From an optimization exercise on the open Yosys and OpenROAD flow, aimed at small area, a short achievable clock period and few clock cycles; shortcuts taken in it are not production practice.
RTL that was checked went through simulation tests only; none was proved equivalent to the original.

==> module hash_chain_anchor_sealer_core, before the edit <==
module hash_chain_anchor_sealer_core (
	input  logic        clk,
	input  logic        arst_n,
	input  logic        in_valid,
	output logic        in_ready,
	input  logic [7:0]  data_byte,
	input  logic        byte_present,
	input  logic        vector_end,
	output logic        out_valid,
	input  logic        out_ready,
	output logic [63:0] anchor,
	output logic [63:0] input_hash,
	output logic [63:0] output_hash,
	output logic [63:0] context_hash
);
	localparam int D = 3;            
	logic       rdy_q, it_v, it_p, it_e;
	logic [7:0] it_b;
	logic [63:0] run_q, hv;
	logic       fire, push, pop;
	assign fire     = in_valid && rdy_q;
	assign in_ready = rdy_q;
	assign hv       = it_p ? hcas_pkg::fnv_step(run_q, it_b) : run_q;
	assign push     = it_v && it_e;
	logic [63:0] q [D];
	logic [2:0]  cnt, cnt_n;
	assign cnt_n = cnt + 3'(push) - 3'(pop);
	always_ff @(posedge clk or negedge arst_n) begin
		if (!arst_n) begin
			rdy_q <= 1'b1;
			it_v  <= 1'b0;
			run_q <= FNV_BASIS;
			cnt   <= 3'd0;
		end else begin
			it_v  <= fire;
			cnt   <= cnt_n;
			rdy_q <= (cnt_n + 3'(fire && vector_end)) < 3'(D);
			if (it_v)
				run_q <= it_e ? FNV_BASIS : hv;
		end
	end
	always_ff @(posedge clk) begin
		if (fire) begin
			it_b <= data_byte;
			it_p <= byte_present;
			it_e <= vector_end;
		end
		for (int i = 0; i < D; i++) begin
			if (pop) begin
				if (i == D - 1)
					q[i] <= hv;
				else if (push && 3'(i + 1) == cnt)
					q[i] <= hv;
				else
					q[i] <= q[i + 1];
			end else if (push && 3'(i) == cnt) begin
				q[i] <= hv;
			end
		end
	end
	logic        busy, phb, first, last, cy, cout;
	logic [1:0]  stg, step;
	logic [63:0] acc, mq, zs, zc, zs1, zc1, z0, z1, p, z2;
	logic [47:0] rs, rc, rs_n, rc_n, pl;
	logic [15:0] chunk;
	logic [23:0] bd;
	logic [63:0] in_h, out_h, ctx_h;
	logic        ov_q;
	assign pop  = !busy && (cnt != 3'd0) && (!ov_q || out_ready);
	assign {zc1, zs1} = hcas_pkg::csa(GOLDEN_ADD, q[0] << 6, q[0] >> 2);
	assign {zc, zs}   = hcas_pkg::csa(zs1, zc1, acc);
	assign z0 = zs + zc;
	assign z1 = z0 ^ (z0 >> 30);
	hcas_mul64 u_mul (
		.sel_b (phb),
		.first (first),
		.bd    (bd),
		.rs_i  (rs),
		.rc_i  (rc),
		.cin   (cy),
		.rs_o  (rs_n),
		.rc_o  (rc_n),
		.chunk (chunk),
		.cout  (cout)
	);
	assign p  = {chunk, pl};
	assign z2 = p ^ (p >> 27);
	always_ff @(posedge clk or negedge arst_n) begin
		if (!arst_n) begin
			busy  <= 1'b0;
			phb   <= 1'b0;
			first <= 1'b0;
			last  <= 1'b0;
			step  <= 2'd0;
			stg   <= 2'd0;
			acc   <= 64'd0;
			ov_q  <= 1'b0;
		end else begin
			if (busy && phb && last && stg == 2'd2)
				ov_q <= 1'b1;
			else if (out_ready)
				ov_q <= 1'b0;
			if (pop) begin
				busy  <= 1'b1;
				phb   <= 1'b0;
				first <= 1'b1;
				step  <= 2'd0;
				last  <= 1'b0;
			end else if (busy) begin
				step  <= step + 2'd1;
				first <= last;
				last  <= (step == 2'd2);
				if (last) begin
					phb <= 1'b1;
					if (phb) begin
						busy <= 1'b0;
						stg  <= (stg == 2'd2) ? 2'd0 : stg + 2'd1;
						acc  <= p ^ (p >> 31);
					end
				end
			end
		end
	end
	always_ff @(posedge clk) begin
		rs <= rs_n;
		rc <= rc_n;
		cy <= cout;
		pl <= {chunk, pl[47:16]};
		if (pop) begin
			mq <= z1;
			bd <= hcas_pkg::rad4(z1[15:0]);
		end else if (busy && !phb && last) begin
			mq <= z2;
			bd <= hcas_pkg::rad4(pl[15:0] ^ pl[42:27]);
		end else begin
			mq <= mq >> 16;
			bd <= hcas_pkg::rad4(mq[31:16]);
		end
		if (pop) begin
			if (stg == 2'd0) in_h  <= q[0];
			if (stg == 2'd1) out_h <= q[0];
			if (stg == 2'd2) ctx_h <= q[0];
		end
	end
	assign out_valid    = ov_q;
	assign anchor       = acc;
	assign input_hash   = in_h;
	assign output_hash  = out_h;
	assign context_hash = ctx_h;
endmodule
==> flow/config.mk <==
export PLATFORM = sky130hd
export DESIGN_NAME = hash_chain_anchor_sealer_core
export DESIGN_NICKNAME = hash_chain_anchor_sealer_core
export VERILOG_FILES = /design/flow/design.v
export SDC_FILE = /design/flow/constraint.sdc
export NUM_CORES = 4
export LEC_CHECK = 0
export CAP_MARGIN = 20
export CORE_MARGIN = 2
export CORE_UTILIZATION = 40
export SETUP_SLACK_MARGIN = 5
export SLEW_MARGIN = 20
==> flow/constraint.sdc <==
create_clock -name core_clock -period 11.0 [get_ports {clk}]
set_input_delay 2.2000 -clock core_clock [delete_from_list [all_inputs] [get_ports {clk}]]
set_output_delay 2.2000 -clock core_clock [all_outputs]
set_load 0.01 [all_outputs]
run.sh (not shown) runs the stock make flow with config.mk's settings and CLKGATE_MAP_FILE= SYNTH_SCRIPT=/design/flow/synth_recipe.tcl, a recipe that flattens the netlist after the stock synthesis.
The baseline finished with timing, DRC and antenna clean.
Next try:
--- a/flow/design.v
+++ b/flow/design.v
@@ -128,13 +128,12 @@
 	logic        busy, phb, first, last, cy, cout;
 	logic [1:0]  stg, step;
-	logic [63:0] acc, mq, zs, zc, zs1, zc1, z0, z1, p, z2;
-	logic [47:0] rs, rc, rs_n, rc_n, pl;
+	logic [63:0] mq, zs, zc, zs1, zc1, z0, z1, p, z2;
+	logic [47:0] rs, rc, rs_n, rc_n;
 	logic [15:0] chunk;
-	logic [23:0] bd;
 	logic [63:0] in_h, out_h, ctx_h;
 	logic        ov_q;
 	assign pop  = !busy && (cnt != 3'd0) && (!ov_q || out_ready);
 	assign {zc1, zs1} = hcas_pkg::csa(GOLDEN_ADD, q[0] << 6, q[0] >> 2);
-	assign {zc, zs}   = hcas_pkg::csa(zs1, zc1, acc);
+	assign {zc, zs}   = hcas_pkg::csa(zs1, zc1, mq);
 	assign z0 = zs + zc;
 	assign z1 = z0 ^ (z0 >> 30);
@@ -142,5 +141,5 @@
 		.sel_b (phb),
 		.first (first),
-		.bd    (bd),
+		.bd    (hcas_pkg::rad4(mq[15:0])),
 		.rs_i  (rs),
 		.rc_i  (rc),
@@ -151,5 +150,5 @@
 		.cout  (cout)
 	);
-	assign p  = {chunk, pl};
+	assign p  = {chunk, mq[63:16]};
 	assign z2 = p ^ (p >> 27);
 	always_ff @(posedge clk or negedge arst_n) begin
@@ -161,5 +160,5 @@
 			step  <= 2'd0;
 			stg   <= 2'd0;
-			acc   <= 64'd0;
+			mq    <= 64'd0;
 			ov_q  <= 1'b0;
 		end else begin
@@ -183,8 +182,13 @@
 						busy <= 1'b0;
 						stg  <= (stg == 2'd2) ? 2'd0 : stg + 2'd1;
-						acc  <= p ^ (p >> 31);
 					end
 				end
 			end
+			if (pop)
+				mq <= z1;
+			else if (busy && last)
+				mq <= phb ? (p ^ (p >> 31)) : z2;
+			else if (busy)
+				mq <= {chunk, mq[63:16]};
 		end
 	end
@@ -193,15 +197,4 @@
 		rc <= rc_n;
 		cy <= cout;
-		pl <= {chunk, pl[47:16]};
-		if (pop) begin
-			mq <= z1;
-			bd <= hcas_pkg::rad4(z1[15:0]);
-		end else if (busy && !phb && last) begin
-			mq <= z2;
-			bd <= hcas_pkg::rad4(pl[15:0] ^ pl[42:27]);
-		end else begin
-			mq <= mq >> 16;
-			bd <= hcas_pkg::rad4(mq[31:16]);
-		end
 		if (pop) begin
 			if (stg == 2'd0) in_h  <= q[0];
@@ -211,5 +204,5 @@
 	end
 	assign out_valid    = ov_q;
-	assign anchor       = acc;
+	assign anchor       = mq;
 	assign input_hash   = in_h;
 	assign output_hash  = out_h;
Maximum frequency falls by about 1.4%.
Setup slack loses 0.082 ns.
Core utilization is lower by 0.20 points.
Area after synthesis came out lower by about 5%.
Routed wire length shrinks by 3.2%.
Sequential share of layout area goes down by 2.3 points.
Register-to-register slack is worse by 0.08 ns.
Flip-flop and latch count fell by 120.
Testbench counts after the change, summed over its fixed seeds: cycles 29,978.
Only the layout flow was run in the first run of this note; the RTL was not checked for function there.

[re-timing with driven ports]
The results above use ideal ports. As a check the final layouts listed here were re-extracted and re-timed, cells and wires unchanged. Step 1: set_driving_cell puts a clkbuf_16 on clk and a buf_2 on each other input, an assumption about the parent block. Step 2 adds t to the input delays and takes it off the output delays; t is the mean of the earliest and latest rising clock arrival at the registers after step 1. Input paths then give back, and output paths get back, about the clock's delay inside the block. Three values: no drivers, after step 1, after step 2; two values: the first two.
| run | t (ns) | setup slack, ns | latest minus earliest clock arrival (ns) | slew at the worst register clock pin (ns) | worst data-port slew with drivers (ns) |
|---|---|---|---|---|---|
| the first run | 0.779 | 5.124 / 5.124 / 5.112 | 0.066 / 0.066 | 0.07 / 0.07 | 0.07 |
| the second run | 0.758 | 5.042 / 5.042 / 4.626 | 0.050 / 0.050 | 0.07 / 0.07 | 0.08 |
After both steps every run listed still meets setup and hold. For the second run, which loses most, drivers alone change the setup slack by 0.000 ns; drivers and shift together by -0.416 ns.
